Context: an optimization exercise on an open-source flow, tuned for small area. The choices shown serve that exercise and are no tape-out recipe.
The RTL was checked by simulation tests, not by an equivalence proof against the original design.

==> inputs of exp/pepper <==
==> flow/design.v <==
`default_nettype none
package aos_sr_responder_pkg;
  localparam logic [63:0] SR_TIMEOUT_DATA = 64'hFFFF_FFFF_FFFF_FFFF;
endpackage
`default_nettype wire
`default_nettype none
module aos_sr_hold_reg #(
  parameter int W     = 64,
  parameter bit RESET = 1'b1    
) (
  input  logic         clk,
  input  logic         rst,
  input  logic         ld,
  input  logic         hold,
  input  logic [W-1:0] d,
  output logic [W-1:0] q
);
  logic [W-1:0] nxt;
  assign nxt = ({W{ld}} & d) | ({W{hold}} & q);
  if (RESET) begin : g_rst
    always_ff @(posedge clk or posedge rst) begin
      if (rst) q <= '0;
      else     q <= nxt;
    end
  end else begin : g_norst
    always_ff @(posedge clk) q <= nxt;
  end
endmodule
module aos_sr_aoi222 #(
  parameter int W = 64
) (
  input  logic         s0, s1, s2,
  input  logic [W-1:0] d0, d1, d2,
  output logic [W-1:0] y
);
  assign y = ~(({W{s0}} & d0) | ({W{s1}} & d1) | ({W{s2}} & d2));
endmodule
module aos_sr_aoi22 #(
  parameter int W = 64
) (
  input  logic         s0, s1,
  input  logic [W-1:0] d0, d1,
  output logic [W-1:0] y
);
  assign y = ~(({W{s0}} & d0) | ({W{s1}} & d1));
endmodule
module aos_sr_onehot_mux #(
  parameter int N = 4,
  parameter int W = 64
) (
  input  logic [N-1:0]   sel,
  input  logic [N*W-1:0] din,
  output logic [W-1:0]   dout
);
  always_comb begin
    dout = '0;
    for (int i = 0; i < N; i++) dout = dout | ({W{sel[i]}} & din[W*i +: W]);
  end
endmodule
module aos_sr_onehot_mux16 #(
  parameter int W = 64
) (
  input  logic [15:0]   sel,
  input  logic [16*W-1:0] din,
  output logic [W-1:0]  dout
);
  logic [W-1:0] t [6];
  for (genvar g = 0; g < 5; g++) begin : g_aoi
    aos_sr_aoi222 #(.W(W)) u_aoi (
      .s0 (sel[3*g]),   .d0 (din[W*(3*g)   +: W]),
      .s1 (sel[3*g+1]), .d1 (din[W*(3*g+1) +: W]),
      .s2 (sel[3*g+2]), .d2 (din[W*(3*g+2) +: W]),
      .y  (t[g])
    );
  end
  assign t[5] = ~({W{sel[15]}} & din[W*15 +: W]);
  assign dout = ~(t[0] & t[1] & t[2] & t[3] & t[4] & t[5]);
endmodule
module aos_sr_responder_fifo #(
  parameter int WIDTH = 65
) (
  input  logic               clk,
  input  logic               rst,
  input  logic               enq,        
  input  logic [WIDTH-1:0]   enq_data,
  input  logic               deq,        
  output logic [4*WIDTH-1:0] slots,      
  output logic [3:0]         rd_sel,     
  output logic               full,
  output logic               empty
);
  logic [2:0] wr_ptr_q, rd_ptr_q;
  logic       do_enq;
  logic [3:0] ld;
  assign empty  = (wr_ptr_q == rd_ptr_q);
  assign full   = (wr_ptr_q[1:0] == rd_ptr_q[1:0]) && (wr_ptr_q[2] != rd_ptr_q[2]);
  assign do_enq = enq && (!full || deq);
  always_ff @(posedge clk or posedge rst) begin
    if (rst) begin
      wr_ptr_q <= '0;
      rd_ptr_q <= '0;
    end else begin
      if (do_enq) wr_ptr_q <= wr_ptr_q + 3'd1;
      if (deq)    rd_ptr_q <= rd_ptr_q + 3'd1;
    end
  end
  for (genvar i = 0; i < 4; i++) begin : g_slot
    assign ld[i]     = do_enq && (wr_ptr_q[1:0] == 2'(i));
    assign rd_sel[i] = (rd_ptr_q[1:0] == 2'(i));
    aos_sr_hold_reg #(.W(WIDTH), .RESET(1'b0)) u_slot (
      .clk  (clk),
      .rst  (rst),
      .ld   (ld[i]),
      .hold (!ld[i]),
      .d    (enq_data),
      .q    (slots[WIDTH*i +: WIDTH])
    );
  end
endmodule
`default_nettype wire
`default_nettype none
module aos_sr_responder (
  input  logic          clk,
  input  logic          rst,
  input  logic          req_valid,
  input  logic          req_iswrite,
  input  logic [31:0]   req_addr,
  input  logic [63:0]   req_data,
  output logic          resp_valid,
  output logic [63:0]   resp_data,
  output logic [1023:0] cfg_regs,
  output logic          app_wr_valid,
  output logic [3:0]    app_wr_idx,
  output logic [63:0]   app_wr_data,
  output logic          app_rd_valid,
  output logic [3:0]    app_rd_idx,
  input  logic          app_rd_ack,
  input  logic [63:0]   app_rd_data,
  output logic          err_sticky,
  output logic [15:0]   drop_count
);
  logic [1023:0] cfg_q;           
  logic        resp_valid_q;
  logic [63:0] resp_data_q;
  logic        app_wr_valid_q;
  logic [3:0]  app_wr_idx_q;
  logic [63:0] app_wr_data_q;
  logic        wait_q;           
  logic [7:0]  timer_q;
  logic        err_q;
  logic [15:0] drop_q;
  logic [3:0]  req_idx;
  logic        in_range, is_cfg, is_app, rd_req, wr_req;
  logic [15:0] cfg_sel;          
  logic [15:0] cfg_we;
  logic [63:0] snap;
  logic [64:0] enq_entry;
  logic [4:0]  head_ctrl;        
  logic [259:0] slots;
  logic [19:0] slots_ctrl;
  logic [255:0] slots_data;
  logic [3:0]  rd_sel, resp_sel;
  logic [63:0] resp_d;
  logic        wait_nack;
  logic [63:0] t_slot, t_app;
  logic        fifo_full, fifo_empty, pop, start_wait, timeout;
  assign req_idx  = req_addr[3:0];
  assign in_range = ~|req_addr[31:5];
  assign is_cfg   = in_range && !req_addr[4];
  assign is_app   = in_range &&  req_addr[4];
  assign rd_req   = req_valid && !req_iswrite;
  assign wr_req   = req_valid &&  req_iswrite;
  always_comb begin
    for (int i = 0; i < 16; i++) cfg_sel[i] = is_cfg && (req_idx == 4'(i));
  end
  aos_sr_onehot_mux16 #(.W(64)) u_snap_mux (
    .sel  (cfg_sel),
    .din  (cfg_q),
    .dout (snap)
  );
  assign enq_entry = {is_app, snap[63:4], snap[3:0] | ({4{is_app}} & req_idx)};
  for (genvar i = 0; i < 16; i++) begin : g_cfg
    assign cfg_we[i] = wr_req && cfg_sel[i];
    aos_sr_hold_reg #(.W(64), .RESET(1'b1)) u_reg (
      .clk  (clk),
      .rst  (rst),
      .ld   (cfg_we[i]),
      .hold (!cfg_we[i]),
      .d    (req_data),
      .q    (cfg_q[64*i +: 64])
    );
  end
  always_ff @(posedge clk or posedge rst) begin
    if (rst) app_wr_valid_q <= 1'b0;
    else     app_wr_valid_q <= wr_req && is_app;
  end
  always_ff @(posedge clk) begin
    app_wr_idx_q  <= req_idx;
    app_wr_data_q <= req_data;
  end
  assign start_wait = !wait_q && !fifo_empty &&  head_ctrl[4];
  assign timeout    = (timer_q == 8'hFF);
  assign pop        = wait_q ? (app_rd_ack || timeout) : (!fifo_empty && !head_ctrl[4]);
  always_ff @(posedge clk or posedge rst) begin
    if (rst) begin
      resp_valid_q <= 1'b0;
      wait_q       <= 1'b0;
      err_q        <= 1'b0;
      drop_q       <= '0;
    end else begin
      resp_valid_q <= pop;
      if (start_wait)  wait_q <= 1'b1;
      else if (pop)    wait_q <= 1'b0;
      if ((wait_q && !app_rd_ack && timeout) || (rd_req && fifo_full && !pop)) err_q <= 1'b1;
      if (rd_req && fifo_full && !pop && drop_q != 16'hFFFF) drop_q <= drop_q + 16'd1;
    end
  end
  always_ff @(posedge clk) begin
    timer_q <= wait_q ? timer_q + 8'd1 : 8'd0;
  end
  assign resp_sel  = rd_sel & {4{!wait_q}};
  assign wait_nack = wait_q && !app_rd_ack;
  aos_sr_aoi222 #(.W(64)) u_resp_aoi0 (
    .s0 (resp_sel[0]), .d0 (slots_data[0   +: 64]),
    .s1 (resp_sel[1]), .d1 (slots_data[64  +: 64]),
    .s2 (resp_sel[2]), .d2 (slots_data[128 +: 64]),
    .y  (t_slot)
  );
  aos_sr_aoi22 #(.W(64)) u_resp_aoi1 (
    .s0 (resp_sel[3]), .d0 (slots_data[192 +: 64]),
    .s1 (wait_q),      .d1 (app_rd_data),
    .y  (t_app)
  );
  assign resp_d = ~(t_slot & t_app & {64{!wait_nack}});
  always_ff @(posedge clk) begin
    resp_data_q <= resp_d;
  end
  aos_sr_responder_fifo #(
    .WIDTH (65)
  ) u_pend_fifo (
    .clk      (clk),
    .rst      (rst),
    .enq      (rd_req),
    .enq_data (enq_entry),
    .deq      (pop),
    .slots    (slots),
    .rd_sel   (rd_sel),
    .full     (fifo_full),
    .empty    (fifo_empty)
  );
  for (genvar i = 0; i < 4; i++) begin : g_split
    assign slots_data[64*i +: 64] = slots[65*i +: 64];
    assign slots_ctrl[5*i +: 5]   = {slots[65*i + 64], slots[65*i +: 4]};
  end
  aos_sr_onehot_mux #(.N(4), .W(5)) u_head_mux (
    .sel  (rd_sel),
    .din  (slots_ctrl),
    .dout (head_ctrl)
  );
  assign cfg_regs     = cfg_q;
  assign resp_valid   = resp_valid_q;
  assign resp_data    = resp_data_q;
  assign app_wr_valid = app_wr_valid_q;
  assign app_wr_idx   = app_wr_idx_q;
  assign app_wr_data  = app_wr_data_q;
  assign app_rd_valid = wait_q;
  assign app_rd_idx   = head_ctrl[3:0];
  assign err_sticky   = err_q;
  assign drop_count   = drop_q;
endmodule
`default_nettype wire
`default_nettype none
module aos_sr_top (
  input  logic          clk,
  input  logic          rst,
  input  logic          sr_req_valid,
  input  logic          sr_req_iswrite,
  input  logic [31:0]   sr_req_addr,
  input  logic [63:0]   sr_req_data,
  output logic          sr_resp_valid,
  output logic [63:0]   sr_resp_data,
  output logic [1023:0] cfg_regs,
  output logic          app_wr_valid,
  output logic [3:0]    app_wr_idx,
  output logic [63:0]   app_wr_data,
  output logic          app_rd_valid,
  output logic [3:0]    app_rd_idx,
  input  logic          app_rd_ack,
  input  logic [63:0]   app_rd_data,
  output logic          err_sticky,
  output logic [15:0]   drop_count
);
  aos_sr_responder u_resp (
    .clk          (clk),
    .rst          (rst),
    .req_valid    (sr_req_valid),
    .req_iswrite  (sr_req_iswrite),
    .req_addr     (sr_req_addr),
    .req_data     (sr_req_data),
    .resp_valid   (sr_resp_valid),
    .resp_data    (sr_resp_data),
    .cfg_regs     (cfg_regs),
    .app_wr_valid (app_wr_valid),
    .app_wr_idx   (app_wr_idx),
    .app_wr_data  (app_wr_data),
    .app_rd_valid (app_rd_valid),
    .app_rd_idx   (app_rd_idx),
    .app_rd_ack   (app_rd_ack),
    .app_rd_data  (app_rd_data),
    .err_sticky   (err_sticky),
    .drop_count   (drop_count)
  );
endmodule
`default_nettype wire
==> flow/flow/run.sh <==
#!/bin/bash
# Layout: the standard ORFS flow (standard.sh, with the standard synthesis unchanged),
# with two changes to how the layout is built:
#  - port buffers use the smallest buffer cell (buf_1) instead of the resizer's default pick;
#  - CTS clusters more sinks per leaf buffer and inserts no dummy balancing loads.
set -euo pipefail
cat >> config.mk <<'EOC'
export BUFFER_PORTS_ARGS = -buffer_cell sky130_fd_sc_hd__buf_1
export CTS_ARGS = -sink_clustering_enable -repair_clock_nets -dont_use_dummy_load -buf_list sky130_fd_sc_hd__clkbuf_16 -sink_clustering_size 30 -sink_clustering_max_diameter 80
EOC
bash standard.sh synth > synth.log 2>&1
bash standard.sh finish > layout.log 2>&1
==> flow/standard.sh <==
#!/bin/bash
# synth_recipe.tcl (not shown) runs the flow's synth.tcl, then flattens the netlist and writes it again
# the make line also repeats each setting of config.mk as NAME=value (left out here)
make -C /OpenROAD-flow-scripts/flow DESIGN_CONFIG=/design/flow/config.mk WORK_HOME=/design/flow/orfs CLKGATE_MAP_FILE= SYNTH_SCRIPT=/design/flow/synth_recipe.tcl "${@:-finish}"
==> flow/config.mk <==
export PLATFORM = sky130hd
export DESIGN_NAME = aos_sr_top
export DESIGN_NICKNAME = aos_sr_top
export VERILOG_FILES = /design/flow/design.v
export SDC_FILE = /design/flow/constraint.sdc
export NUM_CORES = 4
export LEC_CHECK = 0
export CAP_MARGIN = 20
export CORE_MARGIN = 2
export CORE_UTILIZATION = 35
export SLEW_MARGIN = 20
export SYNTH_HIERARCHICAL = 1
export BUFFER_PORTS_ARGS = -buffer_cell sky130_fd_sc_hd__buf_1
export CTS_ARGS = -sink_clustering_enable -repair_clock_nets -dont_use_dummy_load -buf_list sky130_fd_sc_hd__clkbuf_16 -sink_clustering_size 30 -sink_clustering_max_diameter 80
==> flow/constraint.sdc <==
create_clock -name core_clock -period 5.0 [get_ports {clk}]
set_input_delay 1.0000 -clock core_clock [delete_from_list [all_inputs] [get_ports {clk}]]
set_output_delay 1.0000 -clock core_clock [all_outputs]
set_load 0.01 [all_outputs]
==> exp/amber (differences from exp/pepper) <==
--- a/flow/flow/run.sh
+++ b/flow/flow/run.sh
@@ -7,5 +7,5 @@
 cat >> config.mk <<'EOC'
 export BUFFER_PORTS_ARGS = -buffer_cell sky130_fd_sc_hd__buf_1
-export CTS_ARGS = -sink_clustering_enable -repair_clock_nets -dont_use_dummy_load -buf_list sky130_fd_sc_hd__clkbuf_16 -sink_clustering_size 30 -sink_clustering_max_diameter 80
+export CTS_ARGS = -sink_clustering_enable -repair_clock_nets -dont_use_dummy_load -buf_list sky130_fd_sc_hd__clkbuf_16 -sink_clustering_size 30 -sink_clustering_max_diameter 70
 EOC
 bash standard.sh synth > synth.log 2>&1
- CTS_ARGS: -sink_clustering_enable -repair_clock_nets -dont_use_dummy_load -buf_list sky130_fd_sc_hd__clkbuf_16 -sink_clustering_size 30 -sink_clustering_max_diameter 80 -> -sink_clustering_enable -repair_clock_nets -dont_use_dummy_load -buf_list sky130_fd_sc_hd__clkbuf_16 -sink_clustering_size 30 -sink_clustering_max_diameter 70
==> exp/xenon (differences from exp/pepper) <==
==> flow/run.sh (new file) <==
#!/bin/bash
# synth_recipe.tcl (not shown) runs the flow's synth.tcl, then flattens the netlist and writes it again
# the make line also repeats each setting of config.mk as NAME=value (left out here)
make -C /OpenROAD-flow-scripts/flow DESIGN_CONFIG=/design/flow/config.mk WORK_HOME=/design/flow/orfs CLKGATE_MAP_FILE= SYNTH_SCRIPT=/design/flow/synth_recipe.tcl finish
- BUFFER_PORTS_ARGS: -buffer_cell sky130_fd_sc_hd__buf_1 -> default
- CTS_ARGS: -sink_clustering_enable -repair_clock_nets -dont_use_dummy_load -buf_list sky130_fd_sc_hd__clkbuf_16 -sink_clustering_size 30 -sink_clustering_max_diameter 80 -> default
- CTS_BUF_LIST: default -> sky130_fd_sc_hd__clkbuf_16
- CTS_CLUSTER_DIAMETER: default -> 80
- CTS_CLUSTER_SIZE: default -> 30
removed: flow/flow/run.sh
removed: flow/standard.sh
==> flow_summary.yaml <==
setup_path:
  cp_slowest_cell: "clkdlybuf4s50_1"
cells_and_area:
  drive_gt1_frac: 0.0781
cts:
  cts_buffers: 83
status:
  status: "complete, no violations"
detailed_routing:
  viasPerCell: 6.85
hold_path:
  min_to: "u_resp.timer_q[0]$_SDFF_PN0_"
The numbers above come from exp/xenon.

==> flow_summary.yaml <==
cts:
  cts_buffers: 81
setup_path:
  cp_slowest_cell: "nor2_4"
hold_path:
  min_to: "u_resp.resp_data_q[6]$_DFF_P_"
cells_and_area:
  areaGrowthSynthToFinish_pct: 13.5
  drive_gt1_frac: 0.0703
synth:
  synthDistinctLibCells: 42
status:
  status: "complete, no violations"
sta:
  post-route-period-util: 0.841
detailed_routing:
  viasPerCell: 6.95
The numbers above come from exp/pepper.

==> flow_summary.yaml <==
sta:
  hold_violations: 0
  worst_pin_slew_ps: 1240
status:
  status: "complete, no violations"
detailed_routing:
  viasPerCell: 6.93
cells_and_area:
  buf_share: 0.107
  drive_gt1_frac: 0.0735
cts:
  cts_buffers: 97
setup_path:
  cp_slowest_cell: "nor2_4"
The numbers above come from exp/amber.

==> static timing again, ports no longer ideal <==
No port has a modelled driver above. Below, the same layouts with a new extraction and two added sets of constraints.
Step 1 (the two cells are an assumption about what drives the block):
set clk [get_ports {clk}]
set_driving_cell -lib_cell sky130_fd_sc_hd__clkbuf_16 $clk
set_driving_cell -lib_cell sky130_fd_sc_hd__buf_2 [delete_from_list [all_inputs] $clk]
Step 2 times the ports against the registers' clock, not the clock port: input delays grow and output delays shrink by t, the midpoint of the rising clock arrivals with the driver on.
a / b / c = no drivers / after step 1 / after step 2; a / b = the first two.
run | t, ns | setup WS [ns] | hold WS [ns]
exp/pepper | 0.779 | 0.796 / 0.854 / 0.074 | 0.451 / 0.454 / 0.457
exp/amber | 0.799 | 0.798 / 0.854 / 0.055 | 0.448 / 0.445 / 0.452
exp/xenon | 0.815 | 0.506 / 0.559 / -0.256 | 0.478 / 0.478 / 0.478
With both steps, setup timing fails in exp/xenon, where it was met with ideal ports. For exp/xenon, which loses most, drivers alone change the setup slack by +0.053 ns; drivers and shift together by -0.762 ns.
